Context: an optimization exercise on an open-source flow, tuned for a short achievable clock period and few clock cycles per item. The choices shown serve that exercise and are no tape-out recipe.
Only simulation tests tie the RTL to the original design; equivalence was not proved.
Power and IR drop assume default switching activity.

==> v37 <==
// clipped_sprite_blit_framebuffer
module clipped_sprite_blit_framebuffer (
  input  logic                                 clk_i,
  input  logic                                 rst_ni,
  input  logic                                 cfg_we_i,
  input  logic [csbf_pkg::CFG_INDEX_W-1:0]     cfg_index_i,
  input  logic [csbf_pkg::CFG_DATA_W-1:0]      cfg_data_i,
  input  logic                                 s_axis_tvalid,
  output logic                                 s_axis_tready,
  input  logic [csbf_pkg::IN_TDATA_W-1:0]      s_axis_tdata,
  input  logic [csbf_pkg::IN_TUSER_W-1:0]      s_axis_tuser,
  output logic                                 m_axis_tvalid,
  input  logic                                 m_axis_tready,
  output logic [csbf_pkg::OUT_TDATA_W-1:0]     m_axis_tdata,
  output logic [csbf_pkg::OUT_TUSER_W-1:0]     m_axis_tuser
);
==> module csbf_ctrl, before the edit <==
module csbf_ctrl (
  input  logic             clk_i,
  input  logic             rst_ni,
  input  logic             s1_read_i,
  input  logic             res_valid_i,
  input  logic [RES_W-1:0] res_data_i,
  output logic             in_ready_o,
  output logic             out_valid_o,
  input  logic             out_ready_i,
  output logic [RES_W-1:0] out_data_o
);
  logic [5:0] owed_q;
  logic       pop_q;
  logic       ready_q;
  logic             out_valid_q;
  logic [RES_W-1:0] out_data_q;
  logic [RES_W-1:0] buf_q [OUT_DEPTH];
  logic [OUT_PTR_W-1:0] wr_q, rd_q;
  logic [OUT_PTR_W:0]   cnt_q;
  logic pop, load, from_buf, bypass, push;
  assign pop      = out_valid_q & out_ready_i;
  assign load     = !out_valid_q | out_ready_i;
  assign from_buf = load && (cnt_q != '0);
  assign bypass   = load && (cnt_q == '0) && res_valid_i;
  assign push     = res_valid_i && !bypass;
  always_ff @(posedge clk_i or negedge rst_ni) begin
    if (!rst_ni) begin
      owed_q      <= '0;
      pop_q       <= 1'b0;
      ready_q     <= 1'b0;
      out_valid_q <= 1'b0;
      wr_q        <= '0;
      rd_q        <= '0;
      cnt_q       <= '0;
      out_data_q  <= '0;
    end else begin
      pop_q   <= pop;
      owed_q  <= owed_q + {5'd0, s1_read_i} - {5'd0, pop_q};
      ready_q <= ({1'b0, owed_q} + {6'd0, s1_read_i} + {6'd0, ready_q} + 7'd1)
                 <= 7'(OUT_DEPTH + 1);
      if (load) begin
        out_valid_q <= from_buf | bypass;
      end
      if (push) begin
        wr_q <= wr_q + 1'b1;
      end
      if (from_buf) begin
        rd_q <= rd_q + 1'b1;
      end
      cnt_q <= cnt_q + {{OUT_PTR_W{1'b0}}, push} - {{OUT_PTR_W{1'b0}}, from_buf};
      if (from_buf) begin
        out_data_q <= buf_q[rd_q];
      end else if (bypass) begin
        out_data_q <= res_data_i;
      end
    end
  end
  always_ff @(posedge clk_i) begin
    if (push) begin
      buf_q[wr_q] <= res_data_i;
    end
  end
  assign in_ready_o  = ready_q;
  assign out_valid_o = out_valid_q;
  assign out_data_o  = out_data_q;
endmodule
export LEC_CHECK = 0
export ABC_CLOCK_PERIOD_IN_PS = 3500
export CAP_MARGIN = 20
export CELL_PAD_IN_SITES_DETAIL_PLACEMENT = 1
export CELL_PAD_IN_SITES_GLOBAL_PLACEMENT = 2
export CORE_MARGIN = 2
export CORE_UTILIZATION = 40
export PLACE_DENSITY = 0.55
export SLEW_MARGIN = 20
export SYNTH_MEMORY_MAX_BITS = 16384
create_clock -name core_clock -period 10.0 [get_ports {clk_i}]
standard.sh (not shown) runs the stock make flow with config.mk's settings and CLKGATE_MAP_FILE= SYNTH_SCRIPT=/design/flow/synth_recipe.tcl, a recipe that flattens the netlist after the stock synthesis.
==> flow/flow/run.sh <==
#!/bin/bash
set -euo pipefail
MARGIN=6.2
bash standard.sh synth > standard_synth.log 2>&1
bash standard.sh floorplan place > standard_place.log 2>&1
bash standard.sh SETUP_SLACK_MARGIN=$MARGIN cts > standard_cts.log 2>&1
bash standard.sh SETUP_SLACK_MARGIN=$MARGIN finish > standard_finish.log 2>&1
test -f out/final.def
==> inputs of v18, as changes to v37 <==
--- a/flow/design.v
+++ b/flow/design.v
@@ -39,12 +39,12 @@
   logic [RES_W-1:0] buf_q [OUT_DEPTH];
   logic [OUT_PTR_W-1:0] wr_q, rd_q;
   logic [OUT_PTR_W:0]   cnt_q;
-  logic pop, load, from_buf, bypass, push;
-  assign pop      = out_valid_q & out_ready_i;
-  assign load     = !out_valid_q | out_ready_i;
-  assign from_buf = load && (cnt_q != '0);
-  assign bypass   = load && (cnt_q == '0) && res_valid_i;
-  assign push     = res_valid_i && !bypass;
+  logic pop, load, take;
+  logic [RES_W-1:0] next_data;
+  assign pop       = out_valid_q & out_ready_i;
+  assign load      = !out_valid_q | out_ready_i;
+  assign take      = load && ((cnt_q != '0) || res_valid_i);
+  assign next_data = (cnt_q != '0) ? buf_q[rd_q] : res_data_i;
   always_ff @(posedge clk_i or negedge rst_ni) begin
     if (!rst_ni) begin
       owed_q      <= '0;
@@ -61,24 +61,20 @@
       ready_q <= ({1'b0, owed_q} + {6'd0, s1_read_i} + {6'd0, ready_q} + 7'd1)
                  <= 7'(OUT_DEPTH + 1);
       if (load) begin
-        out_valid_q <= from_buf | bypass;
+        out_valid_q <= take;
+        out_data_q  <= next_data;
       end
-      if (push) begin
+      if (res_valid_i) begin
         wr_q <= wr_q + 1'b1;
       end
-      if (from_buf) begin
+      if (take) begin
         rd_q <= rd_q + 1'b1;
       end
-      cnt_q <= cnt_q + {{OUT_PTR_W{1'b0}}, push} - {{OUT_PTR_W{1'b0}}, from_buf};
-      if (from_buf) begin
-        out_data_q <= buf_q[rd_q];
-      end else if (bypass) begin
-        out_data_q <= res_data_i;
-      end
+      cnt_q <= cnt_q + {{OUT_PTR_W{1'b0}}, res_valid_i} - {{OUT_PTR_W{1'b0}}, take};
     end
   end
   always_ff @(posedge clk_i) begin
-    if (push) begin
+    if (res_valid_i) begin
       buf_q[wr_q] <= res_data_i;
     end
   end
==> flow/flow/run.sh (replaced) <==
#!/bin/bash
set -euo pipefail
MARGIN=6.2
bash standard.sh synth > standard_synth.log 2>&1
bash standard.sh floorplan place > standard_place.log 2>&1
PLACE_ODB=orfs/results/sky130hd/clipped_sprite_blit_framebuffer/base/3_place.odb \
  openroad -exit -no_init flow/io_near.tcl > io_near.log 2>&1
bash standard.sh SETUP_SLACK_MARGIN=$MARGIN cts > standard_cts.log 2>&1
bash standard.sh SETUP_SLACK_MARGIN=$MARGIN finish > standard_finish.log 2>&1
test -f out/final.def
==> flow/flow/io_near.tcl (new file) <==
# Move each output port's buffer next to its pin and the register that drives
# that buffer next to the buffer, then legalize. Reads and writes the placed
# database named by PLACE_ODB.
read_db $::env(PLACE_ODB)
set block [ord::get_db_block]
set core [$block getCoreArea]
set cx0 [$core xMin]; set cy0 [$core yMin]; set cx1 [$core xMax]; set cy1 [$core yMax]
proc clampv {v lo hi} { expr {$v < $lo ? $lo : ($v > $hi ? $hi : $v)} }
set moved 0
foreach bt [$block getBTerms] {
  if {[$bt getIoType] != "OUTPUT"} continue
  set net [$bt getNet]
  set bb [$bt getBBox]
  set px [expr {([$bb xMin] + [$bb xMax]) / 2}]
  set py [expr {([$bb yMin] + [$bb yMax]) / 2}]
  set its [$net getITerms]
  if {[llength $its] != 1} continue
  set buf [[lindex $its 0] getInst]
  set a [$buf findITerm A]
  if {$a == "NULL"} continue
  set inet [$a getNet]
  set drv ""
  foreach it [$inet getITerms] { if {[$it isOutputSignal]} { set drv [$it getInst] } }
  if {$drv == ""} continue
  if {![[$drv getMaster] isSequential]} continue
  # a point just inside the core, facing the pin
  set tx [clampv $px [expr {$cx0 + 3000}] [expr {$cx1 - 12000}]]
  set ty [clampv $py [expr {$cy0 + 3000}] [expr {$cy1 - 6000}]]
  # step inward from the pin's edge for the register
  set dx 0; set dy 0
  if {$px <= $cx0} { set dx 8000 } elseif {$px >= $cx1} { set dx -8000 } elseif {$py <= $cy0} { set dy 6000 } else { set dy -6000 }
  $buf setLocation $tx $ty
  $buf setPlacementStatus PLACED
  $drv setLocation [expr {$tx + $dx}] [expr {$ty + $dy}]
  $drv setPlacementStatus PLACED
  incr moved
}
puts "io_near: moved $moved output buffers and their registers"
detailed_placement
check_placement -verbose
write_db $::env(PLACE_ODB)
==> inputs of v20, as changes to v37 <==
--- a/flow/design.v
+++ b/flow/design.v
@@ -39,12 +39,12 @@
   logic [RES_W-1:0] buf_q [OUT_DEPTH];
   logic [OUT_PTR_W-1:0] wr_q, rd_q;
   logic [OUT_PTR_W:0]   cnt_q;
-  logic pop, load, from_buf, bypass, push;
-  assign pop      = out_valid_q & out_ready_i;
-  assign load     = !out_valid_q | out_ready_i;
-  assign from_buf = load && (cnt_q != '0);
-  assign bypass   = load && (cnt_q == '0) && res_valid_i;
-  assign push     = res_valid_i && !bypass;
+  logic pop, load, take;
+  logic [RES_W-1:0] next_data;
+  assign pop       = out_valid_q & out_ready_i;
+  assign load      = !out_valid_q | out_ready_i;
+  assign take      = load && ((cnt_q != '0) || res_valid_i);
+  assign next_data = (cnt_q != '0) ? buf_q[rd_q] : res_data_i;
   always_ff @(posedge clk_i or negedge rst_ni) begin
     if (!rst_ni) begin
       owed_q      <= '0;
@@ -61,24 +61,20 @@
       ready_q <= ({1'b0, owed_q} + {6'd0, s1_read_i} + {6'd0, ready_q} + 7'd1)
                  <= 7'(OUT_DEPTH + 1);
       if (load) begin
-        out_valid_q <= from_buf | bypass;
+        out_valid_q <= take;
+        out_data_q  <= next_data;
       end
-      if (push) begin
+      if (res_valid_i) begin
         wr_q <= wr_q + 1'b1;
       end
-      if (from_buf) begin
+      if (take) begin
         rd_q <= rd_q + 1'b1;
       end
-      cnt_q <= cnt_q + {{OUT_PTR_W{1'b0}}, push} - {{OUT_PTR_W{1'b0}}, from_buf};
-      if (from_buf) begin
-        out_data_q <= buf_q[rd_q];
-      end else if (bypass) begin
-        out_data_q <= res_data_i;
-      end
+      cnt_q <= cnt_q + {{OUT_PTR_W{1'b0}}, res_valid_i} - {{OUT_PTR_W{1'b0}}, take};
     end
   end
   always_ff @(posedge clk_i) begin
-    if (push) begin
+    if (res_valid_i) begin
       buf_q[wr_q] <= res_data_i;
     end
   end
==> flow/run.sh (new file) <==
#!/bin/bash
# synth_recipe.tcl (not shown) runs the flow's synth.tcl, then flattens the netlist and writes it again
# the make line also repeats each setting of config.mk as NAME=value (left out here)
make -C /OpenROAD-flow-scripts/flow DESIGN_CONFIG=/design/flow/config.mk WORK_HOME=/design/flow/orfs CLKGATE_MAP_FILE= SYNTH_SCRIPT=/design/flow/synth_recipe.tcl finish
Settings changed: SETUP_SLACK_MARGIN set to 5.
removed: flow/flow/run.sh
removed: flow/standard.sh
==> flow_metrics.py <==
metrics = {
    "place": {
        "dpl_cell_area_mm2": 0.465,
    },
    "synthesis": {
        "yosys.area.top_type_share_pct": 62.9,
    },
    "clock_tree": {
        "numCtsBuffers": 1286,
    },
    "final_layout": {
        "multiInputGateArea_mm2": 0.125,
        "seqCellArea_mm2": 0.312,
        "finish.utilization_pct": 45.5,
    },
    "pwr": {
        "clkPwrFrac_pct": 34.9,
    },
    "route": {
        "vias": 266000,
        "drt_iter0_drc": 23500,
    },
    "status": {
        "status": "finished clean",
    },
    "sta": {
        "finClkSkew_ps": 100,
    },
    "worst_setup_path": {
        "slowest_delay_ps": 690,
        "r2r_cells": 9,
    },
    "floorplanning": {
        "fp.dieW_mm": 1.06,
    },
}
(the above is from v18)
==> flow_metrics.py <==
metrics = {
    "final_layout": {
        "finish.utilization_pct": 45.3,
        "multiInputGateArea_mm2": 0.124,
        "seqCellArea_mm2": 0.312,
    },
    "synthesis": {
        "yosys.area.top_type_share_pct": 62.9,
    },
    "sta": {
        "finClkSkew_ps": 120,
    },
    "floorplanning": {
        "fp.dieW_mm": 1.06,
    },
    "status": {
        "status": "finished clean",
    },
    "route": {
        "drt_iter0_drc": 25800,
        "vias": 268000,
    },
    "worst_setup_path": {
        "r2r_cells": 9,
        "slowest_delay_ps": 890,
    },
    "clock_tree": {
        "numCtsBuffers": 1290,
    },
}
(the above is from v20)
==> flow_metrics.py <==
metrics = {
    "status": {
        "status": "finished clean",
    },
    "route": {
        "vias": 269000,
        "drt_iter0_drc": 26700,
        "wl_met3_mm": 86.1,
    },
    "final_layout": {
        "multiInputGateArea_mm2": 0.126,
        "finish.utilization_pct": 45.6,
    },
    "clock_tree": {
        "numCtsBuffers": 1291,
    },
    "pwr": {
        "clkPwrFrac_pct": 35.1,
    },
    "synthesis": {
        "postSynthAreaPerCell_um2": 14.7,
        "yosys.area.top_type_share_pct": 62.8,
    },
    "sta": {
        "finClkSkew_ps": 90.9,
    },
    "place": {
        "dpl_cell_area_mm2": 0.467,
    },
    "worst_setup_path": {
        "r2r_cells": 11,
    },
    "floorplanning": {
        "fp.dieW_mm": 1.06,
        "io_pins": 212,
    },
}
(the above is from v37)
Testbench counts of v37, summed over its fixed seeds: cycles 4,144, items 4,096.
Testbench counts of v18, summed over its fixed seeds: cycles 4,144, items 4,096.
Testbench counts of v20, summed over its fixed seeds: cycles 4,144, items 4,096.

[re-timing with driven ports]
No port has a modelled driver above. Below, the same layouts with a new extraction and two added sets of constraints. Step 1: set_driving_cell puts a clkbuf_16 on clk_i and a buf_2 on each other input, an assumption about the parent block. Step 2 times the ports against the registers' clock, not the clock port: input delays grow and output delays shrink by t, the midpoint of the rising clock arrivals with the driver on. Slacks: ideal / step 1 / step 2; pairs: ideal / step 1.
| run | t (ns) | setup WS [ns] | hold slack, ns | worst setup path at the end | worst register clock-pin slew, ns |
|---|---|---|---|---|---|
| v37 | 1.413 | 6.004 / 5.871 / 4.957 | 0.308 / 0.308 / 0.308 | input to register | 0.07 / 0.07 |
| v18 | 1.399 | 6.119 / 5.984 / 5.026 | 0.277 / 0.277 / 0.277 | input to register | 0.08 / 0.08 |
| v20 | 1.382 | 5.056 / 5.056 / 4.660 | 0.315 / 0.315 / 0.315 | input to register | 0.07 / 0.07 |
After both steps every run listed still meets setup and hold. For v18, which loses most, drivers alone change the setup slack by -0.135 ns; drivers and shift together by -1.093 ns.
